Context: an optimization exercise on an open-source flow, tuned for a short achievable clock period and few clock cycles. The choices shown serve that exercise and are no tape-out recipe.
The RTL was checked by simulation tests, not by an equivalence proof against the original design.
No run shown here takes its clock network from TritonCTS; it comes from the design's own scripts or RTL.
The clock port is modelled as an ideal driver, which makes a skipped or thinned clock tree look cheaper than it is; a real chip needs a root buffer or a tree.
Power and IR drop assume default switching activity.

### design/flow/flow/run.sh
#!/bin/bash
# Standard ORFS layout, except that the clock tree is built by clock_tree.tcl
# (a balanced two-level tree: four root buffers on the clock port, each feeding
# leaf buffers that drive equal-sized groups of nearby flip-flops) instead of
# TritonCTS. Timing repair after CTS and global routing aims at a tighter
# period than the design's clock via SETUP_SLACK_MARGIN.
set -euo pipefail
here="$(pwd)"
# synthesis, floorplan and placement exactly as the standard flow
bash standard.sh synth > "$here/log_synth.log" 2>&1
bash standard.sh place > "$here/log_place.log" 2>&1
export SETUP_SLACK_MARGIN="${MARGIN:-3.9}"
export PRE_CTS_TCL="$here/flow/clock_tree.tcl"
bash standard.sh cts > "$here/log_cts.log" 2>&1
bash standard.sh finish > "$here/log_finish.log" 2>&1
### design/flow/flow/clock_tree.tcl
# Sourced by ORFS's cts.tcl (PRE_CTS_TCL) in place of TritonCTS: builds a
# balanced two-level clock tree and turns the clock_tree_synthesis call that
# follows into a no-op. Every flip-flop sits two clkbuf_16 stages from the
# clock port; groups are equal in size, so the stages are equally loaded.
proc build_clock_tree {NR NC NW bufname} {
  set block [ord::get_db_block]
  set db [ord::get_db]
  set bufm [$db findMaster $bufname]
  set clknet [$block findNet clk]
  set sinks {}
  foreach it [$clknet getITerms] {
    set l [[$it getInst] getLocation]
    lappend sinks [list [lindex $l 0] [lindex $l 1] $it]
  }
  set n [llength $sinks]
  # leaves: NC columns of equal count by x, each cut into NW groups by y
  set sinks [lsort -integer -index 0 $sinks]
  set groups {}
  for {set c 0} {$c < $NC} {incr c} {
    set a [expr {$c * $n / $NC}]; set b [expr {($c + 1) * $n / $NC - 1}]
    set col [lsort -integer -index 1 [lrange $sinks $a $b]]
    set m [llength $col]
    for {set r 0} {$r < $NW} {incr r} {
      set a2 [expr {$r * $m / $NW}]; set b2 [expr {($r + 1) * $m / $NW - 1}]
      lappend groups [lrange $col $a2 $b2]
    }
  }
  set leaves {}
  set i 0
  foreach g $groups {
    set sx 0; set sy 0
    foreach s $g { incr sx [lindex $s 0]; incr sy [lindex $s 1] }
    set cx [expr {$sx / [llength $g]}]; set cy [expr {$sy / [llength $g]}]
    set b [odb::dbInst_create $block $bufm clkbuf_leaf_$i]
    $b setLocation $cx $cy
    $b setPlacementStatus PLACED
    set net [odb::dbNet_create $block clknet_leaf_$i]
    $net setSigType CLOCK
    [$b findITerm X] connect $net
    foreach s $g { set it [lindex $s 2]; $it disconnect; $it connect $net }
    lappend leaves [list $cx $cy $b]
    incr i
  }
  # roots: the leaves split into quadrants (NR 4), halves (NR 2) or one group
  set rgroups {}
  set sl [lsort -integer -index 0 $leaves]
  set h [expr {[llength $sl] / 2}]
  if {$NR == 1} {
    set rgroups [list $leaves]
  } elseif {$NR == 2} {
    set rgroups [list [lrange $sl 0 [expr {$h - 1}]] [lrange $sl $h end]]
  } else {
    foreach half [list [lrange $sl 0 [expr {$h - 1}]] [lrange $sl $h end]] {
      set hs [lsort -integer -index 1 $half]
      set q [expr {[llength $hs] / 2}]
      lappend rgroups [lrange $hs 0 [expr {$q - 1}]] [lrange $hs $q end]
    }
  }
  set i 0
  foreach g $rgroups {
    set sx 0; set sy 0
    foreach s $g { incr sx [lindex $s 0]; incr sy [lindex $s 1] }
    set cx [expr {$sx / [llength $g]}]; set cy [expr {$sy / [llength $g]}]
    set b [odb::dbInst_create $block $bufm clkbuf_root_$i]
    $b setLocation $cx $cy
    $b setPlacementStatus PLACED
    set net [odb::dbNet_create $block clknet_root_$i]
    $net setSigType CLOCK
    [$b findITerm A] connect $clknet
    [$b findITerm X] connect $net
    foreach s $g { [[lindex $s 2] findITerm A] connect $net }
    incr i
  }
  $clknet setSigType CLOCK
  puts "clock_tree.tcl: $n sinks, [llength $leaves] leaf buffers, [llength $rgroups] root buffers"
}

set nsinks [llength [[[ord::get_db_block] findNet clk] getITerms]]
set side [expr {int(ceil(sqrt($nsinks / 25.0)))}]
build_clock_tree 4 $side $side sky130_fd_sc_hd__clkbuf_16
set_propagated_clock [all_clocks]

proc clock_tree_synthesis {args} {
  puts "clock_tree.tcl: clock tree already built; clock_tree_synthesis skipped"
}
### design/flow/config.mk
export PLATFORM = sky130hd
export DESIGN_NAME = zigzag_buffer
export DESIGN_NICKNAME = zigzag_buffer
export VERILOG_FILES = /design/flow/design.v
export SDC_FILE = /design/flow/constraint.sdc
export NUM_CORES = 4
export LEC_CHECK = 0
export ABC_CLOCK_PERIOD_IN_PS = 2000
export CAP_MARGIN = 20
export CORE_MARGIN = 2
export CORE_UTILIZATION = 40
export SLEW_MARGIN = 20
export TNS_END_PERCENT = 100
### design/flow/constraint.sdc
create_clock -name core_clock -period 6.0 [get_ports {clk}]
set_input_delay 1.2000 -clock core_clock [delete_from_list [all_inputs] [get_ports {clk}]]
set_output_delay 1.2000 -clock core_clock [all_outputs]
set_load 0.01 [all_outputs]
### design/flow/design.v
module zigzag_buffer #(
    parameter int DW = 12
) (
    input  logic              clk,
    input  logic              rst,
    input  logic [DW-1:0]     dcti,
    input  logic              idv,
    input  logic              ordy,
    output logic [DW-1:0]     zzo,
    output logic              odv,
    output logic              osob,
    output logic              ovf
);
    function automatic logic [5:0] zz_addr(input logic [5:0] k);
        case (k)
            6'd0: zz_addr = 6'd0; 6'd1: zz_addr = 6'd1; 6'd2: zz_addr = 6'd8; 6'd3: zz_addr = 6'd16;
            6'd4: zz_addr = 6'd9; 6'd5: zz_addr = 6'd2; 6'd6: zz_addr = 6'd3; 6'd7: zz_addr = 6'd10;
            6'd8: zz_addr = 6'd17; 6'd9: zz_addr = 6'd24; 6'd10: zz_addr = 6'd32; 6'd11: zz_addr = 6'd25;
            6'd12: zz_addr = 6'd18; 6'd13: zz_addr = 6'd11; 6'd14: zz_addr = 6'd4; 6'd15: zz_addr = 6'd5;
            6'd16: zz_addr = 6'd12; 6'd17: zz_addr = 6'd19; 6'd18: zz_addr = 6'd26; 6'd19: zz_addr = 6'd33;
            6'd20: zz_addr = 6'd40; 6'd21: zz_addr = 6'd48; 6'd22: zz_addr = 6'd41; 6'd23: zz_addr = 6'd34;
            6'd24: zz_addr = 6'd27; 6'd25: zz_addr = 6'd20; 6'd26: zz_addr = 6'd13; 6'd27: zz_addr = 6'd6;
            6'd28: zz_addr = 6'd7; 6'd29: zz_addr = 6'd14; 6'd30: zz_addr = 6'd21; 6'd31: zz_addr = 6'd28;
            6'd32: zz_addr = 6'd35; 6'd33: zz_addr = 6'd42; 6'd34: zz_addr = 6'd49; 6'd35: zz_addr = 6'd56;
            6'd36: zz_addr = 6'd57; 6'd37: zz_addr = 6'd50; 6'd38: zz_addr = 6'd43; 6'd39: zz_addr = 6'd36;
            6'd40: zz_addr = 6'd29; 6'd41: zz_addr = 6'd22; 6'd42: zz_addr = 6'd15; 6'd43: zz_addr = 6'd23;
            6'd44: zz_addr = 6'd30; 6'd45: zz_addr = 6'd37; 6'd46: zz_addr = 6'd44; 6'd47: zz_addr = 6'd51;
            6'd48: zz_addr = 6'd58; 6'd49: zz_addr = 6'd59; 6'd50: zz_addr = 6'd52; 6'd51: zz_addr = 6'd45;
            6'd52: zz_addr = 6'd38; 6'd53: zz_addr = 6'd31; 6'd54: zz_addr = 6'd39; 6'd55: zz_addr = 6'd46;
            6'd56: zz_addr = 6'd53; 6'd57: zz_addr = 6'd60; 6'd58: zz_addr = 6'd61; 6'd59: zz_addr = 6'd54;
            6'd60: zz_addr = 6'd47; 6'd61: zz_addr = 6'd55; 6'd62: zz_addr = 6'd62; 6'd63: zz_addr = 6'd63;
            default: zz_addr = 6'd0;
        endcase
    endfunction
    function automatic logic [5:0] zz_pos(input logic [5:0] r);
        case (r)
            6'd0: zz_pos = 6'd0; 6'd1: zz_pos = 6'd1; 6'd2: zz_pos = 6'd5; 6'd3: zz_pos = 6'd6;
            6'd4: zz_pos = 6'd14; 6'd5: zz_pos = 6'd15; 6'd6: zz_pos = 6'd27; 6'd7: zz_pos = 6'd28;
            6'd8: zz_pos = 6'd2; 6'd9: zz_pos = 6'd4; 6'd10: zz_pos = 6'd7; 6'd11: zz_pos = 6'd13;
            6'd12: zz_pos = 6'd16; 6'd13: zz_pos = 6'd26; 6'd14: zz_pos = 6'd29; 6'd15: zz_pos = 6'd42;
            6'd16: zz_pos = 6'd3; 6'd17: zz_pos = 6'd8; 6'd18: zz_pos = 6'd12; 6'd19: zz_pos = 6'd17;
            6'd20: zz_pos = 6'd25; 6'd21: zz_pos = 6'd30; 6'd22: zz_pos = 6'd41; 6'd23: zz_pos = 6'd43;
            6'd24: zz_pos = 6'd9; 6'd25: zz_pos = 6'd11; 6'd26: zz_pos = 6'd18; 6'd27: zz_pos = 6'd24;
            6'd28: zz_pos = 6'd31; 6'd29: zz_pos = 6'd40; 6'd30: zz_pos = 6'd44; 6'd31: zz_pos = 6'd53;
            6'd32: zz_pos = 6'd10; 6'd33: zz_pos = 6'd19; 6'd34: zz_pos = 6'd23; 6'd35: zz_pos = 6'd32;
            6'd36: zz_pos = 6'd39; 6'd37: zz_pos = 6'd45; 6'd38: zz_pos = 6'd52; 6'd39: zz_pos = 6'd54;
            6'd40: zz_pos = 6'd20; 6'd41: zz_pos = 6'd22; 6'd42: zz_pos = 6'd33; 6'd43: zz_pos = 6'd38;
            6'd44: zz_pos = 6'd46; 6'd45: zz_pos = 6'd51; 6'd46: zz_pos = 6'd55; 6'd47: zz_pos = 6'd60;
            6'd48: zz_pos = 6'd21; 6'd49: zz_pos = 6'd34; 6'd50: zz_pos = 6'd37; 6'd51: zz_pos = 6'd47;
            6'd52: zz_pos = 6'd50; 6'd53: zz_pos = 6'd56; 6'd54: zz_pos = 6'd59; 6'd55: zz_pos = 6'd61;
            6'd56: zz_pos = 6'd35; 6'd57: zz_pos = 6'd36; 6'd58: zz_pos = 6'd48; 6'd59: zz_pos = 6'd49;
            6'd60: zz_pos = 6'd57; 6'd61: zz_pos = 6'd58; 6'd62: zz_pos = 6'd62; 6'd63: zz_pos = 6'd63;
            default: zz_pos = 6'd0;
        endcase
    endfunction
    logic [127:0][DW-1:0] r_mem;
    logic [1:0]    r_wblk;
    logic [5:0]    r_wcnt;
    logic [7:0]    r_wel2;      
    logic [5:0]    r_wc3;       
    logic [7:0]    r_wel1;      
    logic [7:0]    w_base;      
    logic [7:0]    r_c00;
    logic [7:0]    r_c01;
    logic [7:0]    r_c10;
    logic [7:0]    r_c11;
    logic          r_acc1;
    logic [129:0]  r_wr_a;
    logic [129:0]  r_wr_n;
    logic [129:0]  w_wr;
    logic          r_pend;      
    logic          r_ovf;
    logic [1:0]    r_relblk;
    logic [1:0]    r_rblk;
    logic [1:0]    r_rblk1;     
    logic [5:0]    r_k;
    logic [5:0]    r_za0;       
    logic [5:0]    r_za1;       
    logic          r_av;        
    logic          r_m0;        
    logic [DW-1:0] r_zzo;
    logic          r_odv;
    logic          r_osob;
    logic          r_olast;
    logic          w_room;
    logic          w_acc;
    logic          w_out_adv;
    logic          w_ld_ok;
    logic          w_load;
    logic [1:0]    w_rblk2;
    logic          w_m0;
    logic          w_m1;
    logic          w_m0p;
    logic          w_m1p;
    logic          w_l0;
    logic [5:0]    w_wcnt1;
    logic [1:0]    w_wblk1;
    logic [5:0]    w_wcnt3;
    logic [1:0]    w_wblk3;
    logic [128:0][DW-1:0] w_x;
    assign w_room    = ((r_wblk - r_relblk) != 2'd2) | (r_odv & r_olast & ordy);
    assign w_acc     = idv & w_room;
    assign w_rblk2   = r_rblk1 + {1'b0, (r_k == 6'd62)};
    assign w_m0      = r_m0;
    assign w_m1      = ({r_rblk1, r_za1} == {r_wblk, r_wcnt});
    assign w_m0p     = ({r_rblk, r_za0} == {w_wblk1, w_wcnt1});
    assign w_m1p     = ({r_rblk1, r_za1} == {w_wblk1, w_wcnt1});
    assign w_l0      = (r_rblk1 == r_wblk) ? (r_za1 < r_wcnt) : (r_rblk1 != r_wblk + 2'd1);
    assign w_out_adv = ~r_odv | ordy;
    assign w_ld_ok   = r_av | (w_acc & w_m0);
    assign w_load    = w_out_adv & w_ld_ok;
    assign w_wcnt1   = r_wcnt + 6'd1;
    assign w_wblk1   = r_wblk + {1'b0, (r_wcnt == 6'd63)};
    assign w_wcnt3   = r_wc3;
    assign w_wblk3   = r_wblk + {1'b0, (r_wc3 < 6'd3)};
    assign w_base = r_acc1 ? (r_pend ? r_c11 : r_c10) : (r_pend ? r_c01 : r_c00);
    assign w_wr = r_acc1 ? r_wr_a : r_wr_n;
    always_comb begin
        for (int i = 0; i < 128; i++) begin
            w_x[i] = w_wr[i] ? dcti : r_mem[i];
        end
        w_x[128] = dcti;
    end
    always_ff @(posedge clk) begin
        for (int i = 0; i < 128; i++) begin
            r_mem[i] <= r_pend ? w_x[i + 1] : w_x[i];
        end
        if (w_out_adv) begin
            r_zzo <= w_m0 ? dcti : (r_pend ? r_mem[1] : r_mem[0]);
        end
    end
    always_ff @(posedge clk or negedge rst) begin
        if (!rst) begin
            r_wblk   <= 2'd0;
            r_wcnt   <= 6'd0;
            r_wel2   <= {2'd0, zz_pos(6'd2)};
            r_wc3    <= 6'd3;
            r_wel1   <= {2'd0, zz_pos(6'd1)};
            r_c00    <= {2'd0, zz_pos(6'd1)};
            r_c01    <= 8'd0;
            r_c10    <= 8'd0;
            r_c11    <= 8'd0;
            r_acc1   <= 1'b0;
            r_wr_a   <= 130'd0;
            r_wr_n   <= 130'd1;
            r_pend   <= 1'b0;
            r_ovf    <= 1'b0;
            r_relblk <= 2'd0;
            r_rblk   <= 2'd0;
            r_rblk1  <= 2'd0;
            r_k      <= 6'd0;
            r_za0    <= 6'd0;
            r_za1    <= 6'd1;
            r_av     <= 1'b0;
            r_m0     <= 1'b1;
            r_odv    <= 1'b0;
            r_osob   <= 1'b0;
            r_olast  <= 1'b0;
        end else begin
            if (w_acc) begin
                r_wcnt <= w_wcnt1;
                r_wblk <= w_wblk1;
                r_wel1 <= r_wel2;
                r_wel2 <= {w_wblk3, zz_pos(w_wcnt3)};
                r_wc3  <= r_wc3 + 6'd1;
            end else if (idv) begin
                r_ovf <= 1'b1;
            end
            if (r_odv & ordy & r_olast) begin
                r_relblk <= r_relblk + 2'd1;
            end
            r_acc1 <= w_acc;
            r_c00  <= r_wel1 - {r_rblk, r_k};
            r_c01  <= r_wel1 + ~{r_rblk, r_k};
            r_c10  <= r_wel2 - {r_rblk, r_k};
            r_c11  <= r_wel2 + ~{r_rblk, r_k};
            for (int i = 0; i < 130; i++) begin
                r_wr_a[i] <= (w_base == 8'(i));
                if (r_pend) begin
                    r_wr_n[i] <= (i < 129) ? w_wr[(i + 1) % 130] : 1'b0;
                end else begin
                    r_wr_n[i] <= w_wr[i];
                end
            end
            r_pend <= w_load;
            if (w_load) begin
                r_k     <= r_k + 6'd1;
                r_rblk  <= r_rblk1;
                r_rblk1 <= w_rblk2;
                r_za0   <= r_za1;
                r_za1   <= zz_addr(r_k + 6'd2);
                r_av    <= w_l0 | (w_acc & w_m1);
                r_m0    <= w_acc ? w_m1p : w_m1;
            end else begin
                r_av    <= r_av | (w_acc & w_m0);
                r_m0    <= w_acc ? w_m0p : w_m0;
            end
            if (w_out_adv) begin
                r_odv   <= w_ld_ok;
                r_osob  <= w_ld_ok & (r_k == 6'd0);
                r_olast <= w_ld_ok & (r_k == 6'd63);
            end
        end
    end
    assign zzo  = r_zzo;
    assign odv  = r_odv;
    assign osob = r_osob;
    assign ovf  = r_ovf;
endmodule
### design/flow/standard.sh
#!/bin/bash
# synth_recipe.tcl (not shown) runs the flow's synth.tcl, then flattens the netlist and writes it again
# the make line also repeats each setting of config.mk as NAME=value (left out here)
make -C /OpenROAD-flow-scripts/flow DESIGN_CONFIG=/design/flow/config.mk WORK_HOME=/design/flow/orfs CLKGATE_MAP_FILE= SYNTH_SCRIPT=/design/flow/synth_recipe.tcl "${@:-finish}"
==> flow_summary.toml, run 1 <==
[outcome]
status = "no timing/DRC/antenna violations"

[hold_path]
hold_end = "r_mem[1532]$_DFF_P_"
holdPathStages = 1
hp-class = "flip-flop to flip-flop"
hold_path.startpoint = "r_mem[1532]$_DFF_P_"

[setup_path]
worst_ep_arrival_time_ns = 2.84
rrSetupSlack_ns = 3.63
cp_max_fo = 3
start_kind = "flip-flop"
reg2reg_from = "r_wcnt[0]$_DFFE_PN0P_"
r2r-end = "r_m0$_DFFE_PN1P_"
endpoint_kind = "flip-flop"
crit_required_ns = 6.47
crit_type = "flip-flop to flip-flop"
rr_worst_depth = 9

[layout]
fin_nets = 6732
num_antenna_cells = 0
fillers = 16900
finalNonFillerCells = 9331
area_delta_synth_final_pct = 25.9
ff_latch_area_sq_um = 40100
multi_input_area_sq_um = 48000
drive_above_1_share_pct = 27.3

[synth]
syn_inst = 6523
dominantRegCellSynth = "dfxtp_1"
yosys_register_bits = 1902
syn_nets = 6594
synth_edf_count = 24
yosys.area.top_type = "mux2i_1"
yosysMostFrequentCell = "mux2i_1"
yosysWarnings = 1
async_reset_ff_share_pct = 18.6
synthTopCellsByCount = "mux2i_1 (3164), dfxtp_1 (1524), dfrtp_1 (345)"
syn_avg_cell_area_sq_um = 12.5
synth_top_area_share_pct = 39.0
synth.distinct_cells = 71
netlist_top_cells_area = "mux2i_1 (39%), dfxtp_1 (38%), dfrtp_1 (11%), mux2i_2 (2.0%), buf_4 (1.2%)"
syn_area_sq_um = 81300
yosysSeqAreaShare_pct = 49.3

[power_and_ir_drop]
pwr-share-comb_pct = 36.4
sw_frac_of_total_pct = 32.4
p_sw_mw = 14.1
p_int_mw = 29.4
peakVddDrop_mv = 0.317
power.share.sequential_pct = 48.9
clock_power_share_pct = 14.7
p_leak_nw = 40.7
pwr_density_cell_nw_per_um2 = 424

[floorplan]
rows = 165
dieArea_sq_um = 207000
core_region_area_sq_um = 202000
die_w_um = 455
start_util_pct = 40.2
pin_count = 31
die_h_um = 455

[sta]
setup_viol_count_final = 0
rsz0062_at_grt = "yes"
finalCritPeriodShare_pct = 39.5
setup_tns_ns = 0
hold_viol_final = 0
fmax_ghz = 0.422
maxSlewViolCount = 0
skew_ns = 0.0201
tightest_slew_ns = 1.21
max_slew_margin_pct = 19.2
layout_min_cycle_time_ns = 2.37

[placed_design]
finalWeightedCongestion = 0.791
dp_hpwl_um = 99700
port_buffers = 30
place_inst = 8812

[routing]
ant_nets = 0
dr.pass1.iters = 5
via_count = 49400
drt-vias-per-instance = 5.30
wl_per_cell_um = 21.0
remaining_drc_errors = 0
drtIter0Drc = 2496
wl_um = 196000

[clock_tree]
ctsHoldBuffers = 0
clk_latency_ns = 0.57
path_clk_slew_ns = 0.10

[grt]
grt_max_degree = 147
grt.total_usage_pct = 15.8
grt_overflow = 0
grt_pass1_wl_um = 272000
grt_pass1_vias = 48100
grt_antenna_before_repair = 0

[flow_run]
cap_violations = 0
[flip-flops by register name, indices dropped and copies added, names as in the netlist, 8 cells and up]
signal / count
r_mem: 1536
r_wr_a: 130
r_wr_n: 130
r_zzo: 12
r_c00: 8
r_c01: 8
r_c10: 8
r_c11: 8
r_wel1: 8
r_wel2: 8
[metal layers]
layer / part of all wire, % / vias to the layer above / GRT usage [%]
met5: 0 / - / 0
met4: 2.0 / 0 / 2.95
met3: 2.2 / 157 / 1.10
met2: 48 / 481 / 26.6
met1: 48 / 25100 / 22.4
li1: - / 23700 / -
[through the flow]
step / hold WS (ns) / util (%) / cell area, sq um / power [mW] / setup slack, ns
floorplan: 0.440 / - / 81300 / 29.0 / 3.24
global placement: 0.446 / 41.3 / 83600 / 31.3 / 2.60
detailed placement: 0.456 / 41.4 / 83700 / 31.9 / 2.53
CTS: 0.479 / 43.9 / 88700 / 39.0 / 3.55
global route: 0.490 / 50.6 / 102000 / 46.1 / 3.53
finish: 0.475 / 50.6 / 102000 / 43.4 / 3.63
[worst max-delay path, stage by stage, from the launching register on]
cell and delay [ns]:
dfrtp_2 0.43, ha_4 0.16, and3_4 0.18, and3_4 0.18, ha_4 0.25, xor2_1 0.16
a2111o_1 0.31, nor4_2 0.14, o2111ai_1 0.19, o311ai_1 0.27
[power groups by stage]
stage | combinational, mW | clock (mW) | sequential (mW)
after floorplan | 9.13 | 0 | 19.9
after global placement | 11.0 | 0 | 20.3
after detailed placement | 11.4 | 0 | 20.5
after CTS | 12.2 | 6.60 | 20.1
after global routing | 17.3 | 7.01 | 21.8
final | 15.8 | 6.37 | 21.2
[area by class of cell]
type,count,share of cell area (%)
inverter,42,0.182
multi-input combinational,4040,46.9
buffer,85,2.08
sequential,1902,39.2
tap,2672,3.27
timing repair buffer,590,8.34
[cells by family after synthesis]
| logic type | count (synthesis) | synth area share, % |
|---|---|---|
| XOR/XNOR | 72 | 0.830 |
| multiplexers | 3328 | 41.8 |
| flip-flops | 1902 | 49.3 |
| adder cells (fa/ha/maj) | 55 | 0.884 |
| AO/OA/AOI/OAI | 185 | 1.50 |
| AND/OR/NAND/NOR | 391 | 2.12 |
| buffers and inverters | 590 | 3.53 |
[what timing repair did]
| action | in CTS | in global routing |
|---|---|---|
| buffers inserted | 106 | 209 |
| gates resized for setup | 371 | 2046 |
| pin swaps | 17 | 77 |
| gates cloned | 19 | 99 |
| endpoints found under the setup margin | 1923 | 1441 |
[worst max path at each step]
| stage | slack, ns | depth (start not counted) | startpoint | to |
|---|---|---|---|---|
| after floorplan | 3.24 | 10 | r_wcnt[0]$_DFFE_PN0P_ | r_m0$_DFFE_PN1P_ |
| after global placement | 2.60 | 7 | ordy | r_m0$_DFFE_PN1P_ |
| after detailed placement | 2.53 | 6 | ordy | r_odv$_DFFE_PN0P_ |
| after CTS | 3.55 | 9 | r_wcnt[0]$_DFFE_PN0P_ | r_m0$_DFFE_PN1P_ |
| after global routing | 3.53 | 9 | r_wcnt[0]$_DFFE_PN0P_ | r_m0$_DFFE_PN1P_ |
| final | 3.63 | 9 | r_wcnt[0]$_DFFE_PN0P_ | r_m0$_DFFE_PN1P_ |
[cells in the final DEF, fill, tap and decap left out, types with 9 or more instances in the layout]
| master | netlist | routed |
|---|---|---|
| mux2i_2 | 120 | 273 |
| o21ai_0 | 52 | 45 |
| nor2b_4 | 0 | 9 |
| mux4_2 | 14 | 14 |
| nand2_1 | 125 | 100 |
| dfxtp_1 | 1524 | 1524 |
| mux2_1 | 9 | 9 |
| buf_16 | 0 | 27 |
| nand3_1 | 17 | 16 |
| dfrtp_1 | 345 | 332 |
| nor2_2 | 0 | 33 |
| nand2_8 | 0 | 31 |
| nor2b_1 | 27 | 18 |
| mux2i_4 | 0 | 609 |
| inv_1 | 39 | 32 |
| xnor2_1 | 44 | 41 |
| a31oi_1 | 13 | 12 |
| nand2b_1 | 17 | 16 |
| buf_6 | 3 | 96 |
| ha_4 | 0 | 9 |
| buf_4 | 134 | 196 |
| buf_2 | 105 | 11 |
| xor2_1 | 24 | 21 |
| mux2_2 | 21 | 18 |
| mux2i_1 | 3164 | 2402 |
| buf_12 | 0 | 187 |
| clkbuf_16 | 0 | 114 |
| buf_8 | 0 | 35 |
| nor2_1 | 160 | 69 |
| nor2_4 | 0 | 58 |
| a21oi_1 | 38 | 31 |
| edfxtp_1 | 24 | 24 |
| ha_1 | 51 | 36 |
| a211oi_1 | 22 | 19 |
Testbench counts, summed over its fixed seeds: cycles 22,808.
==> run 2: changes to the inputs <==
--- a/design/flow/design.v
+++ b/design/flow/design.v
@@ -76,6 +76,8 @@
     logic [5:0]    r_k;
     logic [5:0]    r_za0;       
     logic [5:0]    r_za1;       
+    logic [5:0]    r_za2;       
+    logic [5:0]    r_k3;        
     logic          r_av;        
     logic          r_m0;        
     logic [DW-1:0] r_zzo;
@@ -97,7 +99,8 @@
     logic [1:0]    w_wblk1;
     logic [5:0]    w_wcnt3;
     logic [1:0]    w_wblk3;
-    logic [128:0][DW-1:0] w_x;
+    logic [127:0]  w_wsel;
+    logic [127:0][DW-1:0] w_sh;
     assign w_room    = ((r_wblk - r_relblk) != 2'd2) | (r_odv & r_olast & ordy);
     assign w_acc     = idv & w_room;
     assign w_rblk2   = r_rblk1 + {1'b0, (r_k == 6'd62)};
@@ -117,13 +120,13 @@
     assign w_wr = r_acc1 ? r_wr_a : r_wr_n;
     always_comb begin
         for (int i = 0; i < 128; i++) begin
-            w_x[i] = w_wr[i] ? dcti : r_mem[i];
-        end
-        w_x[128] = dcti;
+            w_wsel[i] = r_pend ? w_wr[i + 1] : w_wr[i];
+            w_sh[i]   = r_pend ? r_mem[(i + 1) % 128] : r_mem[i];
+        end
     end
     always_ff @(posedge clk) begin
         for (int i = 0; i < 128; i++) begin
-            r_mem[i] <= r_pend ? w_x[i + 1] : w_x[i];
+            r_mem[i] <= w_wsel[i] ? dcti : w_sh[i];
         end
         if (w_out_adv) begin
             r_zzo <= w_m0 ? dcti : (r_pend ? r_mem[1] : r_mem[0]);
@@ -151,6 +154,8 @@
             r_k      <= 6'd0;
             r_za0    <= 6'd0;
             r_za1    <= 6'd1;
+            r_za2    <= 6'd8;
+            r_k3     <= 6'd3;
             r_av     <= 1'b0;
             r_m0     <= 1'b1;
             r_odv    <= 1'b0;
@@ -188,7 +193,9 @@
                 r_rblk  <= r_rblk1;
                 r_rblk1 <= w_rblk2;
                 r_za0   <= r_za1;
-                r_za1   <= zz_addr(r_k + 6'd2);
+                r_za1   <= r_za2;
+                r_za2   <= zz_addr(r_k3);
+                r_k3    <= r_k3 + 6'd1;
                 r_av    <= w_l0 | (w_acc & w_m1);
                 r_m0    <= w_acc ? w_m1p : w_m1;
             end else begin
==> run 2 against run 1 <==
Net effect:
- first-iteration DRC count is 57% higher
- clock power is 1% higher
- critical endpoint is now r_mem[1405]$_DFFE_PP_
- final cell count is 8.6% lower
- die area is 2.7% higher
==> flow_summary.toml, run 2 <==
[outcome]
status = "no timing/DRC/antenna violations"

[placed_design]
port_buffers = 30
place_inst = 7467
dp_hpwl_um = 98100
finalWeightedCongestion = 0.769

[power_and_ir_drop]
pwr_density_cell_nw_per_um2 = 253
p_leak_nw = 41.1
peakVddDrop_mv = 0.276
sw_frac_of_total_pct = 27.1
clock_power_share_pct = 22.7
p_sw_mw = 7.70
pwr-share-comb_pct = 23.2
power.share.sequential_pct = 54.2
p_int_mw = 20.7

[setup_path]
crit_required_ns = 6.33
worst_ep_arrival_time_ns = 3.19
crit_type = "flip-flop to flip-flop"
reg2reg_from = "r_acc1$_DFF_PN0_"
endpoint_kind = "flip-flop"
start_kind = "flip-flop"
cp_max_fo = 6
crit_start = "r_acc1$_DFF_PN0_"
rr_worst_depth = 12

[floorplan]
die_h_um = 461
start_util_pct = 40.3
dieArea_sq_um = 212000
rows = 167
die_w_um = 461
core_region_area_sq_um = 207000
pin_count = 31

[layout]
drive_above_1_share_pct = 55.8
finalNonFillerCells = 8530
top_regs = "r_mem: 1536 flops, r_wr_a: 130 flops, r_wr_n: 130 flops"
top_register = "r_mem"
fillers = 15500
layout_common_cells = "edfxtp_1 (1536), mux2_4 (1228), dfrtp_1 (340)"
multi_input_area_sq_um = 35300
area_delta_synth_final_pct = 34.4
fin_nets = 5819
num_antenna_cells = 0
final_common_cell = "edfxtp_1"
ff_latch_area_sq_um = 55600
largest_reg_flops = 1536

[sta]
setup_viol_count_final = 0
layout_min_cycle_time_ns = 2.86
rsz0062_at_grt = "yes"
setup_tns_ns = 0
maxSlewViolCount = 0
finalCritPeriodShare_pct = 47.7
skew_ns = 0.0204
tightest_slew_ns = 0.904
max_slew_margin_pct = 39.7
fmax_ghz = 0.349
whs_ns = 0.479
hold_viol_final = 0

[clock_tree]
path_clk_slew_ns = 0.10
clk_latency_ns = 0.58
ctsHoldBuffers = 0

[synth]
syn_avg_cell_area_sq_um = 16.7
synth_top_area_share_pct = 55.2
syn_inst = 4999
synth_edf_count = 1536
yosysSeqAreaShare_pct = 66.5
dominantRegCellSynth = "edfxtp_1"
yosys_register_bits = 1914
yosysWarnings = 1
async_reset_ff_share_pct = 19.1
yosys.area.top_type = "edfxtp_1"
netlist_top_cells_area = "edfxtp_1 (55%), mux2_2 (13%), dfrtp_1 (11%), mux2_1 (8.2%), a21boi_2 (1.5%)"
synthTopCellsByCount = "edfxtp_1 (1536), mux2_2 (955), mux2_1 (608)"
syn_area_sq_um = 83500
synth.distinct_cells = 78
syn_nets = 5074
yosysMostFrequentCell = "edfxtp_1"

[hold_path]
holdPathStages = 1
hold_path.startpoint = "r_ovf$_DFFE_PN0P_"
hp-class = "flip-flop to flip-flop"

[routing]
wl_met3_um = 8910
dr.pass1.iters = 5
wl_per_cell_um = 25.9
routed.top_layer = "met4"
remaining_drc_errors = 0
wl_met1_um = 99400
wl_um = 221000
drtIter0Drc = 3907
drt-vias-per-instance = 5.41
ant_nets = 0
route.met2.wl_um = 106000
via_count = 46200

[grt]
grt_max_degree = 135
grt_pass1_vias = 46200
grt.total_usage_pct = 18.2
grt_overflow = 0
grt_pass1_wl_um = 300000
grt_antenna_before_repair = 1

[flow_run]
cap_violations = 0
run 2: cell types whose count changed after synthesis, moves of 116 or more:
cell,delta
dfxtp_1,-1512
mux2_2,+934
edfxtp_1,+1512
mux2_1,+599
nand2b_1,+116
mux2i_1,-3054
run 2: cell families (layout without fill, tap and decap cells):
| kind of cell | after synthesis | in the layout | synth area share [%] |
|---|---|---|---|
| AOI/OAI and AO/OA | 294 | 300 | 2.93 |
| xor gates and xnor gates | 69 | 69 | 0.723 |
| adders and majority gates | 60 | 60 | 0.932 |
| buffers and inverters | 440 | 1168 | 2.80 |
| DFF | 1914 | 1914 | 66.5 |
| muxes | 1711 | 1711 | 23.2 |
| and+or+nand+nor | 511 | 520 | 2.95 |
run 2: per-stage QoR:
stage	area [sq um]	power, mW	util [%]	worst slack, ns
final	112000	28.4	54.2	3.14
after CTS	102000	27.3	49.4	3.12
after detailed placement	85600	19.3	41.3	2.20
after floorplan	83500	18.1	-	3.44
after global placement	85600	19.2	41.3	2.19
after global routing	112000	29.3	54.2	3.12
run 2: final timing paths:
check	endpoint	slack, ns
setup / recovery	r_mem[1405]$_DFFE_PP_	3.14
hold reg to reg	r_ovf$_DFFE_PN0P_	0.48
min in group asynchronous	r_za2[2]$_DFFE_PN0P_	0.61
hold / removal	r_ovf$_DFFE_PN0P_	0.48
setup reg to reg	r_mem[1405]$_DFFE_PP_	3.14
max in group asynchronous	r_wr_a[80]$_DFF_PN0_	4.12
run 2: power groups by stage:
stage	clock (mW)	combinational [mW]	sequential (mW)
detailed placement	0	3.59	15.7
floorplan	0	2.67	15.4
finish	6.44	6.58	15.4
global placement	0	3.53	15.7
global route	6.94	6.94	15.4
CTS	6.53	5.41	15.4
run 2: critical path, cell delays in order (launching register included):
cell and delay [ns]:
dfrtp_4 0.51, buf_12 0.14, buf_12 0.12, buf_8 0.12
buf_8 0.12, buf_12 0.14, buf_6 0.12, buf_16 0.15
mux2i_4 0.22, nand2b_4 0.12, a21boi_4 0.31, clkbuf_16 0.22
mux2_4 0.29
run 2: metal layers:
metal | global-route usage (%) | vias up
met5 | 0 | -
met3 | 2.09 | 239
met2 | 30.1 | 1058
met1 | 25.6 | 24800
li1 | - | 20100
met4 | 4.48 | 0
run 2: repair_timing:
| action | 4_1_cts | 5_1_grt |
|---|---|---|
| pin swaps | 74 | 114 |
| setup buffers | 553 | 238 |
| cloned | 101 | 86 |
| gates resized for setup | 1396 | 1605 |
| endpoints found under the setup margin | 3349 | 2572 |
run 2: cell type report:
type / count / share of cell area, %
well taps: 2788 / 3.11
multi-input cells: 2660 / 31.4
inverters: 45 / 0.189
repair buffers: 1038 / 13.9
plain buffers: 85 / 1.89
flip-flops and latches: 1914 / 49.5
Testbench counts of run 2, summed over its fixed seeds: cycles 22,808.
==> run 3: changes to the inputs <==
--- a/design/flow/design.v
+++ b/design/flow/design.v
@@ -95,12 +95,13 @@
     logic          w_m0p;
     logic          w_m1p;
     logic          w_l0;
-    logic [5:0]    w_wcnt1;
+    logic [5:0]    w_wcnt1;     
     logic [1:0]    w_wblk1;
+    logic [5:0]    r_wcnt1;
+    logic [1:0]    r_wblk1;
     logic [5:0]    w_wcnt3;
     logic [1:0]    w_wblk3;
-    logic [127:0]  w_wsel;
-    logic [127:0][DW-1:0] w_sh;
+    logic [128:0][DW-1:0] w_x;
     assign w_room    = ((r_wblk - r_relblk) != 2'd2) | (r_odv & r_olast & ordy);
     assign w_acc     = idv & w_room;
     assign w_rblk2   = r_rblk1 + {1'b0, (r_k == 6'd62)};
@@ -112,21 +113,21 @@
     assign w_out_adv = ~r_odv | ordy;
     assign w_ld_ok   = r_av | (w_acc & w_m0);
     assign w_load    = w_out_adv & w_ld_ok;
-    assign w_wcnt1   = r_wcnt + 6'd1;
-    assign w_wblk1   = r_wblk + {1'b0, (r_wcnt == 6'd63)};
+    assign w_wcnt1   = r_wcnt1;
+    assign w_wblk1   = r_wblk1;
     assign w_wcnt3   = r_wc3;
     assign w_wblk3   = r_wblk + {1'b0, (r_wc3 < 6'd3)};
     assign w_base = r_acc1 ? (r_pend ? r_c11 : r_c10) : (r_pend ? r_c01 : r_c00);
     assign w_wr = r_acc1 ? r_wr_a : r_wr_n;
     always_comb begin
         for (int i = 0; i < 128; i++) begin
-            w_wsel[i] = r_pend ? w_wr[i + 1] : w_wr[i];
-            w_sh[i]   = r_pend ? r_mem[(i + 1) % 128] : r_mem[i];
-        end
+            w_x[i] = w_wr[i] ? dcti : r_mem[i];
+        end
+        w_x[128] = dcti;
     end
     always_ff @(posedge clk) begin
         for (int i = 0; i < 128; i++) begin
-            r_mem[i] <= w_wsel[i] ? dcti : w_sh[i];
+            r_mem[i] <= r_pend ? w_x[i + 1] : w_x[i];
         end
         if (w_out_adv) begin
             r_zzo <= w_m0 ? dcti : (r_pend ? r_mem[1] : r_mem[0]);
@@ -136,6 +137,8 @@
         if (!rst) begin
             r_wblk   <= 2'd0;
             r_wcnt   <= 6'd0;
+            r_wcnt1  <= 6'd1;
+            r_wblk1  <= 2'd0;
             r_wel2   <= {2'd0, zz_pos(6'd2)};
             r_wc3    <= 6'd3;
             r_wel1   <= {2'd0, zz_pos(6'd1)};
@@ -163,8 +166,10 @@
             r_olast  <= 1'b0;
         end else begin
             if (w_acc) begin
-                r_wcnt <= w_wcnt1;
-                r_wblk <= w_wblk1;
+                r_wcnt  <= w_wcnt1;
+                r_wblk  <= w_wblk1;
+                r_wcnt1 <= r_wcnt1 + 6'd1;
+                r_wblk1 <= r_wblk1 + {1'b0, (r_wcnt1 == 6'd63)};
                 r_wel1 <= r_wel2;
                 r_wel2 <= {w_wblk3, zz_pos(w_wcnt3)};
                 r_wc3  <= r_wc3 + 6'd1;
==> run 3 against run 2 <==
Net effect:
- still clean on timing, DRC and antenna
- critical path depth shrank 11
- sequential share of layout area shrank 7.7 points
- clock skew grew 0.016 ns
- global-route usage shrank 1.3 points
- power grew 48%
- clock power shrank 1%
- synthesized cell count grew 32%
- combinational power grew 130%
- largest cell class is now multi-input gates
==> flow_summary.toml, run 3 <==
[grt]
grt_overflow = 0
grt_pass1_vias = 49300
grt.total_usage_pct = 16.9
grt_max_degree = 150
grt_pass1_wl_um = 294000
grt_antenna_before_repair = 4

[setup_path]
worst_path_max_delay_cell = "dfrtp_2"
cp_max_fo = 2
critPathTopFamily = "flip-flops"
rrSetupSlack_ns = 3.77
path_buf_inv = 1
crit_type = "flip-flop to output port"
slowest_delay_ns = 0.47
path_cells = "buf_6"
start_kind = "flip-flop"
worst_ep_arrival_time_ns = 1.19
endpoint_kind = "output port"
crit_required_ns = 4.80

[layout]
drive_above_1_share_pct = 19.0
multi_input_area_sq_um = 42900
layout_common_cells = "mux2i_1 (2850), dfxtp_1 (1524), dfrtp_1 (352)"
top_regs = "r_mem: 1536 flops, r_wr_a: 130 flops, r_wr_n: 130 flops"
final_common_cell = "mux2i_1"
largest_reg_flops = 1536
fin_nets = 6734
fillers = 18700
area_delta_synth_final_pct = 15.8
ff_latch_area_sq_um = 40600
top_register = "r_mem"
final_area_sq_um = 97100

[sta]
skew_ns = 0.0367
setup_tns_ns = 0
whs_ns = 0.476
finalCritPeriodShare_pct = 39.9
max_slew_margin_pct = 34.1
rsz0062_at_grt = "yes"
layout_min_cycle_time_ns = 2.39
tightest_slew_ns = 0.988
fmax_ghz = 0.418
hold_viol_final = 0
setup_viol_count_final = 0
maxSlewViolCount = 0

[floorplan]
rows = 168
die_h_um = 462
start_util_pct = 40.1
core_region_area_sq_um = 209000
die_w_um = 462
dieArea_sq_um = 213000
pin_count = 31

[routing]
wl_um = 193000
drt-vias-per-instance = 5.17
via_count = 48900
ant_nets = 0
drtIter0Drc = 2818
remaining_drc_errors = 0
dr.pass1.iters = 5
wl_per_cell_um = 20.4

[synth]
netlist_top_cells_area = "mux2i_1 (38%), dfxtp_1 (36%), dfrtp_1 (11%), mux2i_4 (3.2%), buf_6 (1.7%)"
synth_top_area_share_pct = 37.8
syn_inst = 6589
synth_edf_count = 24
yosysSeqAreaShare_pct = 48.4
synth.distinct_cells = 71
dominantRegCellSynth = "dfxtp_1"
synthTopCellsByCount = "mux2i_1 (3166), dfxtp_1 (1524), dfrtp_1 (361)"
yosysMostFrequentCell = "mux2i_1"
syn_avg_cell_area_sq_um = 12.7
async_reset_ff_share_pct = 19.5
yosysWarnings = 1
yosys.area.top_type = "mux2i_1"
syn_area_sq_um = 83900
yosys_register_bits = 1922
syn_nets = 6664

[power_and_ir_drop]
pwr_density_cell_nw_per_um2 = 434
fin_total_pwr_mw = 42.1
peakVddDrop_mv = 0.358
p_leak_nw = 42.6

[outcome]
status = "no timing/DRC/antenna violations"

[placed_design]
port_buffers = 30
finalWeightedCongestion = 0.748
dp_hpwl_um = 104000
placed_area_sq_um = 84800

[clock_tree]
ctsHoldBuffers = 0
path_clk_slew_ns = 0.09
clk_latency_ns = 0.58

[hold_path]
hp-class = "flip-flop to flip-flop"

[flow_run]
cap_violations = 0
run 3: per-layer routing:
metal,vias to the layer above,GRT usage (%),share of wire (%)
met1,24700,24.8,50
met5,-,0,0.0067
met3,157,1.03,2.6
li1,23500,-,-
met2,536,27.8,46
met4,2,2.59,1.8
run 3: power by group:
| part | switching [mW] | internal, mW |
|---|---|---|
| registers | 2.04 | 18.7 |
| logic | 7.89 | 7.07 |
| clock network | 3.87 | 2.50 |
run 3: cells by family after synthesis:
| logic type | share of synthesized area, % |
|---|---|
| multiplexers | 41.8 |
| flip-flops | 48.4 |
| buffers and inverters | 4.39 |
| AND/OR/NAND/NOR | 2.33 |
| AO/OA/AOI/OAI | 1.40 |
| XOR/XNOR | 0.741 |
| adder cells (fa/ha/maj) | 0.916 |
run 3: area by class of cell:
cell class	count	share of cell area (%)
Timing Repair Buffer	529	7.96
Antenna cell	2	0.00515
Timing Repair inverter	1	0.00902
Inverter	43	0.218
Tap cell	2805	3.61
Sequential cell	1922	41.8
Multi-Input combinational cell	4077	44.2
Buffer	85	2.19
run 3: worst paths after layout:
kind,to,cells past startpoint,startpoint
min in group asynchronous,r_wr_a[63]$_DFF_PN0_,1,rst
setup reg to reg,r_mem[926]$_DFF_P_,8,r_acc1$_DFF_PN0_
setup / recovery,osob,1,r_osob$_DFFE_PN0P_
max in group asynchronous,r_wc3[2]$_DFFE_PN0P_,2,rst
hold reg to reg,r_za2[3]$_DFFE_PN1P_,2,r_za2[3]$_DFFE_PN1P_
hold / removal,r_za2[3]$_DFFE_PN1P_,2,r_za2[3]$_DFFE_PN1P_
run 3: what timing repair did:
item | in CTS | in global routing
gates resized for setup | 258 | 644
pin swaps | 13 | 57
gates cloned | 18 | 27
setup buffers | 291 | 120
setup endpoints to repair | 1926 | 764
run 3: tightest hold or removal path: stages (launching register included):
cell     delay (ns)
dfstp_2        0.38
nand2_1        0.05
o21ai_1        0.05
run 3: stage by stage:
step	util, %	worst slack [ns]	instances
floorplan	-	3.56	6589
global placement	40.6	2.13	8921
detailed placement	40.6	2.06	8921
CTS	44.1	3.58	9315
global route	46.5	3.58	9463
finish	46.5	3.61	9464
Testbench counts of run 3, summed over its fixed seeds: cycles 22,808.
==> run 4: changes to the inputs <==
--- a/design/flow/config.mk
+++ b/design/flow/config.mk
@@ -9,5 +9,6 @@
 export CAP_MARGIN = 20
 export CORE_MARGIN = 2
 export CORE_UTILIZATION = 40
+export PLACE_DENSITY = 0.85
 export SLEW_MARGIN = 20
 export TNS_END_PERCENT = 100
==> run 4 against run 3 <==
Net effect:
- power up 4.6%
- critical path depth unchanged
- final area up 0.72%
- combinational power up 9%
- largest power group unchanged
- still clean on timing, DRC and antenna
- global-route usage down 0.66 points
- maximum frequency up 2.3%
- synthesized area unchanged
- register-to-register slack worse by 0.08 ns
- setup slack better by 0.055 ns
- via count up 7.3%
- worst hold slack better by 0.0015 ns
==> flow_summary.toml, run 4 <==
[power_and_ir_drop]
peakVddDrop_mv = 0.355
pwr_density_cell_nw_per_um2 = 450
power.share.sequential_pct = 48.3
sw_frac_of_total_pct = 35.2
p_int_mw = 28.6
fin_total_pwr_mw = 44.1
pwr-share-comb_pct = 37.1
p_leak_nw = 42.0
p_sw_mw = 15.5
clock_power_share_pct = 14.6

[setup_path]
cp_num_cells = 1
start_kind = "flip-flop"
rrSetupSlack_ns = 3.69
crit_start = "r_osob$_DFFE_PN0P_"
rr_worst_depth = 8
slowest_delay_ns = 0.42
worst_path_max_delay_cell = "dfrtp_1"
path_buf_inv = 1
path_cells = "buf_2"
crit_type = "flip-flop to output port"
endpoint_kind = "output port"
crit_required_ns = 4.80
reg2reg_from = "r_acc1$_DFF_PN0_"
critPathTopFamily = "flip-flops"
worst_ep_arrival_time_ns = 1.14
r2r-end = "r_mem[1039]$_DFF_P_"
cp_max_fo = 2

[synth]
yosysWarnings = 1
syn_inst = 6589
netlist_top_cells_area = "mux2i_1 (38%), dfxtp_1 (36%), dfrtp_1 (11%), mux2i_4 (3.2%), buf_6 (1.7%)"
yosysSeqAreaShare_pct = 48.4
yosys_register_bits = 1922
async_reset_ff_share_pct = 19.5
dominantRegCellSynth = "dfxtp_1"
syn_avg_cell_area_sq_um = 12.7
syn_nets = 6664
syn_area_sq_um = 83900
synth_edf_count = 24
synthTopCellsByCount = "mux2i_1 (3166), dfxtp_1 (1524), dfrtp_1 (361)"
yosysMostFrequentCell = "mux2i_1"
synth.distinct_cells = 71
synth_top_area_share_pct = 37.8
yosys.area.top_type = "mux2i_1"

[floorplan]
core_region_area_sq_um = 209000
die_w_um = 462
rows = 168
pin_count = 31
start_util_pct = 40.1
die_h_um = 462
dieArea_sq_um = 213000

[sta]
fmax_ghz = 0.428
finalCritPeriodShare_pct = 39.0
setup_tns_ns = 0
setup_viol_count_final = 0
rsz0062_at_grt = "yes"
maxSlewViolCount = 0
tightest_slew_ns = 0.955
max_slew_margin_pct = 36.3
whs_ns = 0.478
layout_min_cycle_time_ns = 2.34
hold_viol_final = 0
skew_ns = 0.0289

[clock_tree]
path_clk_slew_ns = 0.10
clk_latency_ns = 0.58
ctsHoldBuffers = 0

[placed_design]
port_buffers = 30
placed_area_sq_um = 84700
dp_hpwl_um = 100000
finalWeightedCongestion = 0.779

[layout]
top_regs = "r_mem: 1536 flops, r_wr_a: 130 flops, r_wr_n: 130 flops"
final_common_cell = "mux2i_1"
largest_reg_flops = 1536
top_register = "r_mem"
final_area_sq_um = 97800
area_delta_synth_final_pct = 16.6
fin_nets = 6682
drive_above_1_share_pct = 20.2
layout_common_cells = "mux2i_1 (2783), dfxtp_1 (1524), dfrtp_1 (353)"

[routing]
dr.pass1.iters = 6
drtIter0Drc = 4530
ant_nets = 0
wl_per_cell_um = 23.4
remaining_drc_errors = 0
wl_um = 220000
via_count = 52500
drt-vias-per-instance = 5.58

[grt]
grt_pass1_wl_um = 289000
grt_pass1_vias = 51200
grt_overflow = 0
grt_max_degree = 121
grt.total_usage_pct = 16.3
grt_antenna_before_repair = 3

[hold_path]
hold_path.startpoint = "r_za2[5]$_DFFE_PN0P_"
hold_end = "r_za1[5]$_DFFE_PN0P_"
holdPathStages = 2
hp-class = "flip-flop to flip-flop"

[outcome]
status = "no timing/DRC/antenna violations"

[flow_run]
cap_violations = 0
==> run 4: cell type report <==
cell class | instances | area [sq um]
antenna | 1 | 2.50
buffer | 85 | 2130
fill | 17000 | 111000
inverter | 43 | 200
multi-input combinational | 4080 | 44000
sequential | 1922 | 40600
tap | 2805 | 3510
timing repair buffer | 474 | 7350
timing repair inverter | 1 | 8.76
==> run 4: metrics by stage <==
step / utilization, % / worst slack [ns] / cells
after floorplan: - / 3.56 / 6589
after global placement: 40.5 / 1.85 / 8907
after detailed placement: 40.5 / 2.17 / 8908
after CTS: 43.8 / 3.64 / 9275
after global routing: 46.8 / 3.64 / 9410
final: 46.8 / 3.66 / 9411
==> run 4: cells by family (layout without fill, tap and decap cells) <==
| group | Yosys count | in the layout | share of synthesized area, % |
|---|---|---|---|
| AOI/OAI and AO/OA | 188 | 190 | 1.40 |
| xor gates and xnor gates | 71 | 71 | 0.741 |
| buffers and inverters | 599 | 603 | 4.39 |
| DFF | 1922 | 1922 | 48.4 |
| and+or+nand+nor | 419 | 428 | 2.33 |
| adders and majority gates | 59 | 59 | 0.916 |
| muxes | 3331 | 3332 | 41.8 |
| other | 0 | 1 | 0 |
==> run 4: power groups by stage <==
stage          clock [mW]  combinational [mW]  sequential, mW
6_report             6.42                16.3            21.3
3_3_place_gp            0                12.1            20.6
2_1_floorplan           0                10.2            20.1
4_1_cts              6.39                13.5            20.5
3_5_place_dp            0                12.9            20.9
5_1_grt              6.91                17.5            21.7
==> run 4: how the worst max path moves through the flow <==
stage and to:
4_1_cts r_wr_a[67]$_DFF_PN0_, 2_1_floorplan r_za2[3]$_DFFE_PN1P_, 3_5_place_dp r_osob$_DFFE_PN0P_, 3_3_place_gp r_odv$_DFFE_PN0P_
6_report osob, 5_1_grt osob
==> run 4: timing repair <==
action | CTS | global route
gates resized for setup | 233 | 903
buffers inserted | 262 | 93
cloned | 20 | 42
pin swaps | 3 | 53
endpoints found under the setup margin | 1924 | 1362
==> run 4: metal layers <==
metal | global-route usage (%) | vias to the layer above | wire length [um]
met2 | 27.6 | 1786 | 106000
li1 | - | 23400 | -
met3 | 1.67 | 529 | 12500
met1 | 22.2 | 26800 | 92300
met4 | 3.91 | 4 | 9260
met5 | 0 | - | 33
==> run 5: changes to the inputs <==
--- a/design/flow/flow/run.sh
+++ b/design/flow/flow/run.sh
@@ -1,5 +1,7 @@
 #!/bin/bash
-# Standard ORFS layout, except that the clock tree is built by clock_tree.tcl
+# Standard ORFS layout, except that after placement the flip-flops driving
+# output ports are moved next to their output buffers, and the clock tree is
+# built by clock_tree.tcl
 # (a balanced two-level tree: four root buffers on the clock port, each feeding
 # leaf buffers that drive equal-sized groups of nearby flip-flops) instead of
 # TritonCTS. Timing repair after CTS and global routing aims at a tighter
--- a/design/flow/flow/clock_tree.tcl
+++ b/design/flow/flow/clock_tree.tcl
@@ -1,5 +1,7 @@
-# Sourced by ORFS's cts.tcl (PRE_CTS_TCL) in place of TritonCTS: builds a
-# balanced two-level clock tree and turns the clock_tree_synthesis call that
+# Sourced by ORFS's cts.tcl (PRE_CTS_TCL) in place of TritonCTS. First moves
+# each flip-flop that drives an output port next to that port's output buffer
+# (the detailed placement that follows in cts.tcl legalizes them). Then builds
+# a balanced two-level clock tree and turns the clock_tree_synthesis call that
 # follows into a no-op. Every flip-flop sits two clkbuf_16 stages from the
 # clock port; groups are equal in size, so the stages are equally loaded.
 proc build_clock_tree {NR NC NW bufname} {
@@ -75,6 +77,34 @@
   puts "clock_tree.tcl: $n sinks, [llength $leaves] leaf buffers, [llength $rgroups] root buffers"
 }
 
+proc pull_output_flops {} {
+  set block [ord::get_db_block]
+  set moved 0
+  foreach bt [$block getBTerms] {
+    if {[$bt getIoType] ne "OUTPUT"} continue
+    set net [$bt getNet]
+    foreach it [$net getITerms] {
+      if {![$it isOutputSignal]} continue
+      set buf [$it getInst]
+      foreach bi [$buf getITerms] {
+        if {![$bi isInputSignal]} continue
+        set n2 [$bi getNet]
+        if {$n2 eq "NULL"} continue
+        foreach di [$n2 getITerms] {
+          if {![$di isOutputSignal]} continue
+          set ff [$di getInst]
+          if {![string match "*__df*" [[$ff getMaster] getName]] && ![string match "*__edf*" [[$ff getMaster] getName]]} continue
+          set l [$buf getLocation]
+          $ff setLocation [lindex $l 0] [lindex $l 1]
+          incr moved
+        }
+      }
+    }
+  }
+  puts "pulled $moved output flip-flops next to their output buffers"
+}
+
+pull_output_flops
 set nsinks [llength [[[ord::get_db_block] findNet clk] getITerms]]
 set side [expr {int(ceil(sqrt($nsinks / 25.0)))}]
 build_clock_tree 4 $side $side sky130_fd_sc_hd__clkbuf_16
--- a/design/flow/config.mk
+++ b/design/flow/config.mk
@@ -9,6 +9,5 @@
 export CAP_MARGIN = 20
 export CORE_MARGIN = 2
 export CORE_UTILIZATION = 40
-export PLACE_DENSITY = 0.85
 export SLEW_MARGIN = 20
 export TNS_END_PERCENT = 100
==> run 5 against run 4 <==
Net effect:
- maximum frequency barely moved
- sequential cell count unchanged
- largest cell class unchanged
- synthesized area is the same
- synthesized cell count unchanged
- power shrank 2.2%
- sequential share of layout area shrank 0.86 points
- combinational power shrank 5%
- final area rose by 2.1%
- clock skew is 0.0038 ns higher
- critical endpoint is now zzo[6]
- sequential power is essentially flat
- critical path type unchanged
==> flow_summary.toml, run 5 <==
[flow_run]
cap_violations = 0

[synth]
async_reset_ff_share_pct = 19.5
yosys.area.top_type = "mux2i_1"
yosysMostFrequentCell = "mux2i_1"
synth_edf_count = 24
synthTopCellsByCount = "mux2i_1 (3166), dfxtp_1 (1524), dfrtp_1 (361)"
yosys_register_bits = 1922
netlist_top_cells_area = "mux2i_1 (38%), dfxtp_1 (36%), dfrtp_1 (11%), mux2i_4 (3.2%), buf_6 (1.7%)"
syn_inst = 6589
yosysSeqAreaShare_pct = 48.4
synth.distinct_cells = 71
synth_top_area_share_pct = 37.8
syn_avg_cell_area_sq_um = 12.7
yosysWarnings = 1
dominantRegCellSynth = "dfxtp_1"
syn_nets = 6664
syn_area_sq_um = 83900

[routing]
remaining_drc_errors = 0
drtIter0Drc = 2759
dr.pass1.iters = 5
wl_um = 195000
via_count = 49100
drt-vias-per-instance = 5.18
ant_nets = 0
wl_per_cell_um = 20.6

[sta]
setup_viol_count_final = 0
setup_tns_ns = 0
finalCritPeriodShare_pct = 38.9
layout_min_cycle_time_ns = 2.34
tightest_slew_ns = 0.925
skew_ns = 0.0327
whs_ns = 0.477
max_slew_margin_pct = 38.3
hold_viol_final = 0
maxSlewViolCount = 0
fmax_ghz = 0.428
rsz0062_at_grt = "yes"

[setup_path]
slowest_delay_ns = 0.41
cp_max_fo = 1
path_cells = "buf_2"
path_buf_inv = 1
critPathTopFamily = "flip-flops"
worst_ep_arrival_time_ns = 1.14
worst_path_max_delay_cell = "edfxtp_1"
crit_type = "flip-flop to output port"
start_kind = "flip-flop"
endpoint_kind = "output port"
crit_required_ns = 4.80

[clock_tree]
ctsHoldBuffers = 0
path_clk_slew_ns = 0.10
clk_latency_ns = 0.58

[power_and_ir_drop]
pwr_density_cell_nw_per_um2 = 431
power.share.sequential_pct = 49.1
p_leak_nw = 41.6
p_int_mw = 28.9
clock_power_share_pct = 14.8
p_sw_mw = 14.2
pwr-share-comb_pct = 36.1
peakVddDrop_mv = 0.374
sw_frac_of_total_pct = 32.8

[placed_design]
finalWeightedCongestion = 0.748
port_buffers = 30
dp_hpwl_um = 104000

[layout]
final_common_cell = "mux2i_1"
top_register = "r_mem"
fin_nets = 6738
layout_common_cells = "mux2i_1 (2598), dfxtp_1 (1524), mux2i_4 (444)"
top_regs = "r_mem: 1536 flops, r_wr_a: 130 flops, r_wr_n: 130 flops"
fillers = 18300
fin_util_pct = 47.8
drive_above_1_share_pct = 22.9
area_delta_synth_final_pct = 19.1
largest_reg_flops = 1536

[grt]
grt_max_degree = 150
grt_antenna_before_repair = 4
grt_overflow = 0
grt_pass1_wl_um = 296000
grt.total_usage_pct = 17.1
grt_pass1_vias = 49400

[floorplan]
dieArea_sq_um = 213000
die_h_um = 462
start_util_pct = 40.1
rows = 168
die_w_um = 462
core_region_area_sq_um = 209000
pin_count = 31

[outcome]
status = "no timing/DRC/antenna violations"

[hold_path]
hp-class = "flip-flop to flip-flop"
-- run 5: cell counts after synthesis --
No cell type changed its count.
-- run 5: per-stage QoR --
stage,instance area [sq um],instances,power [mW],worst slack (ns)
final,99900,9468,43.1,3.66
after detailed placement,84800,8921,33.7,2.06
after global routing,99900,9466,45.8,3.63
after CTS,92500,9326,40.9,3.62
after floorplan,83900,6589,30.3,3.56
after global placement,84700,8921,33.1,2.13
-- run 5: logic make-up after synthesis --
logic type                 count (synthesis)  synth area share [%]
adders and majority gates                 59                 0.916
buffers and inverters                    599                  4.39
DFF                                     1922                  48.4
and+or+nand+nor                          419                  2.33
xor gates and xnor gates                  71                 0.741
muxes                                   3331                  41.8
AOI/OAI and AO/OA                        188                  1.40
-- run 5: worst paths after layout --
kind,startpoint,end,slack [ns],depth (start not counted)
min in group asynchronous,rst,r_wr_a[79]$_DFF_PN0_,0.65,1
worst max-delay path,r_zzo[6]$_DFFE_PP_,zzo[6],3.66,1
worst max register to register,r_acc1$_DFF_PN0_,r_mem[1068]$_DFF_P_,3.75,10
worst min-delay path,r_za2[3]$_DFFE_PN1P_,r_za2[3]$_DFFE_PN1P_,0.48,2
max in group asynchronous,rst,r_acc1$_DFF_PN0_,4.07,2
worst min register to register,r_za2[3]$_DFFE_PN1P_,r_za2[3]$_DFFE_PN1P_,0.48,2
-- run 5: routing by layer --
layer  GRT usage [%]  wire length [um]  up-vias  share of wire, %
li1                -                 -    23600                 -
met1            25.1             95800    24800                49
met2            28.1             90300      488                46
met3            1.02              5280      160               2.7
met4            2.45              3670        4               1.9
met5               0                22        -             0.011
-- run 5: cell type report --
type | instances | area (sq um) | share of cell area (%)
multi-input combinational | 4075 | 45500 | 45.5
antenna | 2 | 5.00 | 0.00501
tap | 2805 | 3510 | 3.51
inverter | 43 | 203 | 0.203
timing repair buffer | 536 | 7970 | 7.97
buffer | 85 | 2130 | 2.13
sequential | 1922 | 40600 | 40.7
-- run 5: power groups by stage --
stage	clock network (mW)	registers (mW)	logic [mW]
floorplan	0	20.1	10.2
global placement	0	20.6	12.5
detailed placement	0	20.8	12.9
CTS	6.64	20.5	13.8
global route	7.06	21.7	17.1
finish	6.38	21.2	15.5
-- run 5: repair_timing --
item / CTS / global route
pin swaps: 12 / 29
setup buffers: 297 / 112
gates cloned: 23 / 28
resized for setup: 316 / 1077
setup endpoints to repair: 1926 / 1100
==> run 6: changes to the inputs <==
--- a/design/flow/config.mk
+++ b/design/flow/config.mk
@@ -9,5 +9,6 @@
 export CAP_MARGIN = 20
 export CORE_MARGIN = 2
 export CORE_UTILIZATION = 40
+export PLACE_DENSITY = 0.85
 export SLEW_MARGIN = 20
 export TNS_END_PERCENT = 100
==> run 6 against run 5 <==
Net effect:
- still clean on timing, DRC and antenna
- utilization grew 2.2 points
- setup slack lost 0.55 ns
- worst hold slack gained 0.00058 ns
- via count grew 15%
- sequential share of layout area shrank 1.8 points
- first-iteration DRC count grew 110%
- synthesized area is the same
- sequential cell count is the same
- final cell count grew 0.82%
- global-route usage shrank 0.81 points
- largest cell class unchanged
==> flow_summary.toml, run 6 <==
[layout]
top_regs = "r_mem: 1536 flops, r_wr_a: 130 flops, r_wr_n: 130 flops"
fin_nets = 6817
drive_above_1_share_pct = 26.8
final_common_cell = "mux2i_1"
ff_latch_area_sq_um = 40600
layout_common_cells = "mux2i_1 (2428), dfxtp_1 (1524), mux2i_4 (666)"
final_area_sq_um = 105000
fillers = 15700
finalNonFillerCells = 9546
area_delta_synth_final_pct = 24.6
multi_input_area_sq_um = 48400
largest_reg_flops = 1536
top_register = "r_mem"
fin_util_pct = 50.0

[grt]
met2_usage_pct = 27.9
met1_usage_pct = 22.1
grt_max_degree = 121
grt_overflow = 0
grt_antenna_before_repair = 4
grt-busiest-layer = "met2"
grt_pass1_vias = 51200
grt.total_usage_pct = 16.2
grt_pass1_wl_um = 288000
met3_usage_pct = 1.73

[clock_tree]
ctsHoldBuffers = 0
path_clk_slew_ns = 0.11
clk_latency_ns = 0.58

[synth]
syn_avg_cell_area_sq_um = 12.7
syn_inst = 6589
yosysMostFrequentCell = "mux2i_1"
syn_nets = 6664
netlist_top_cells_area = "mux2i_1 (38%), dfxtp_1 (36%), dfrtp_1 (11%), mux2i_4 (3.2%), buf_6 (1.7%)"
synth.distinct_cells = 71
synth_top_area_share_pct = 37.8
async_reset_ff_share_pct = 19.5
synthTopCellsByCount = "mux2i_1 (3166), dfxtp_1 (1524), dfrtp_1 (361)"
syn_area_sq_um = 83900
yosys.area.top_type = "mux2i_1"
synth_edf_count = 24
yosys_register_bits = 1922
yosysWarnings = 1
yosysSeqAreaShare_pct = 48.4
dominantRegCellSynth = "dfxtp_1"

[floorplan]
die_w_um = 462
rows = 168
core_region_area_sq_um = 209000
dieArea_sq_um = 213000
pin_count = 31
die_h_um = 462
start_util_pct = 40.1

[sta]
layout_min_cycle_time_ns = 2.89
fmax_ghz = 0.346
setup_tns_ns = 0
skew_ns = 0.0228
hold_viol_final = 0
tightest_slew_ns = 0.950
rsz0062_at_grt = "yes"
finalCritPeriodShare_pct = 48.1
maxSlewViolCount = 0
setup_viol_count_final = 0
max_slew_margin_pct = 36.6

[setup_path]
start_kind = "flip-flop"
worst_ep_arrival_time_ns = 3.31
crit_required_ns = 6.42
endpoint_kind = "flip-flop"
cp_max_fo = 6
crit_type = "flip-flop to flip-flop"

[outcome]
status = "no timing/DRC/antenna violations"

[routing]
remaining_drc_errors = 0
drt-vias-per-instance = 5.93
ant_nets = 0
wl_per_cell_um = 27.7
via_count = 56600
wl_um = 264000
dr.pass1.iters = 5
drtIter0Drc = 5665

[placed_design]
place_inst = 8908
finalWeightedCongestion = 0.779
port_buffers = 30
dp_hpwl_um = 100000
placed_area_sq_um = 84700

[power_and_ir_drop]
peakVddDrop_mv = 0.416
p_leak_nw = 41.9
pwr_density_cell_nw_per_um2 = 455
fin_total_pwr_mw = 47.6

[flow_run]
cap_violations = 0

[hold_path]
hp-class = "flip-flop to flip-flop"
==> run 6: cell counts after synthesis <==
No cell type changed its count.
==> run 6: worst max-delay path: stages (launching register included) <==
cell and delay [ns]:
dfrtp_4 0.51, buf_6 0.14, clkbuf_16 0.18, buf_16 0.15
buf_12 0.14, buf_12 0.12, mux2i_4 0.37, buf_12 0.22
mux2i_1 0.71, mux2i_1 0.18
==> run 6: metrics by stage <==
stage	setup WS [ns]	hold slack, ns
after floorplan	3.56	0.439
after global placement	1.85	0.462
after detailed placement	2.17	0.454
after CTS	3.64	0.485
after global routing	3.13	0.500
final	3.11	0.477
==> run 6: per-layer routing <==
| layer | part of all wire, % | up-vias |
|---|---|---|
| met5 | 0.0042 | - |
| met4 | 7.5 | 2 |
| met3 | 8.0 | 1180 |
| met2 | 47 | 3197 |
| met1 | 37 | 28600 |
| li1 | - | 23700 |
==> run 6: layout make-up <==
cell class	count	area share [%]
multi-input combinational	4081	46.3
sequential	1922	38.9
timing repair buffer	608	9.20
tap	2805	3.36
buffer	85	2.03
inverter	43	0.192
timing repair inverter	1	0.00838
antenna	1	0.00239
==> run 6: cell families after synthesis <==
kind of cell / synth area share, %
and+or+nand+nor: 2.33
DFF: 48.4
adders and majority gates: 0.916
muxes: 41.8
AOI/OAI and AO/OA: 1.40
xor gates and xnor gates: 0.741
buffers and inverters: 4.39
==> run 6: power breakdown <==
group / switching, mW / leakage [nW] / total [mW] / internal, mW
clock: 4.07 / 1.05 / 6.58 / 2.51
combinational: 10.1 / 22.8 / 18.6 / 8.56
sequential: 3.54 / 18.1 / 22.4 / 18.8
==> run 6: timing repair <==
action | in CTS | in global routing
setup endpoints to repair | 1924 | 1346
gates resized for setup | 209 | 1705
buffers inserted | 255 | 202
cloned | 20 | 75
pin swaps | 2 | 59
==> run 6: final timing paths <==
| kind | from | end | slack (ns) | cells after the start |
|---|---|---|---|---|
| setup / recovery | r_acc1$_DFF_PN0_ | r_mem[955]$_DFF_P_ | 3.11 | 9 |
| hold / removal | r_za2[5]$_DFFE_PN0P_ | r_za1[5]$_DFFE_PN0P_ | 0.48 | 2 |
| setup reg to reg | r_acc1$_DFF_PN0_ | r_mem[955]$_DFF_P_ | 3.11 | 9 |
| hold reg to reg | r_za2[5]$_DFFE_PN0P_ | r_za1[5]$_DFFE_PN0P_ | 0.48 | 2 |
| max in group asynchronous | rst | r_wblk[1]$_DFFE_PN0P_ | 4.16 | 2 |
| min in group asynchronous | rst | r_wr_a[32]$_DFF_PN0_ | 0.61 | 1 |

[port drivers added, routing unchanged]
Ports are ideal in the flow. The routed layouts listed here were re-timed in OpenROAD. Step 1 (the two cells are an assumption about what drives the block):
set clk [get_ports {clk}]
set_driving_cell -lib_cell sky130_fd_sc_hd__clkbuf_16 $clk
set_driving_cell -lib_cell sky130_fd_sc_hd__buf_2 [delete_from_list [all_inputs] $clk]
Step 2 moves the port delays by t, midway between the first and last clock arrival at a register: inputs arrive t later, outputs are due t later. That takes back most of the time a late clock gives input paths. a / b / c = ideal ports / drivers / drivers and shift; a / b = the first two.
run	t, ns	slack for setup (ns)	clock arrival spread, ns	worst register clock-pin slew, ns	worst slew at a driven data input, ns
run 1	0.732	3.631 / 3.482 / 3.155	0.024 / 0.023	0.10 / 0.10	0.15
run 2	0.753	3.135 / 3.034 / 3.112	0.024 / 0.024	0.11 / 0.11	0.09
run 3	0.748	3.608 / 3.423 / 3.207	0.039 / 0.039	0.10 / 0.10	0.11
run 4	0.746	3.662 / 3.478 / 3.106	0.030 / 0.031	0.11 / 0.11	0.32
run 5	0.740	3.664 / 3.485 / 3.190	0.033 / 0.034	0.10 / 0.10	0.23
run 6	0.753	3.114 / 3.114 / 2.812	0.030 / 0.030	0.11 / 0.11	0.35
After both steps setup and hold are still met in every run listed. The setup slack of run 4, which loses most, moves by -0.184 ns with the drivers and by -0.556 ns with both steps.
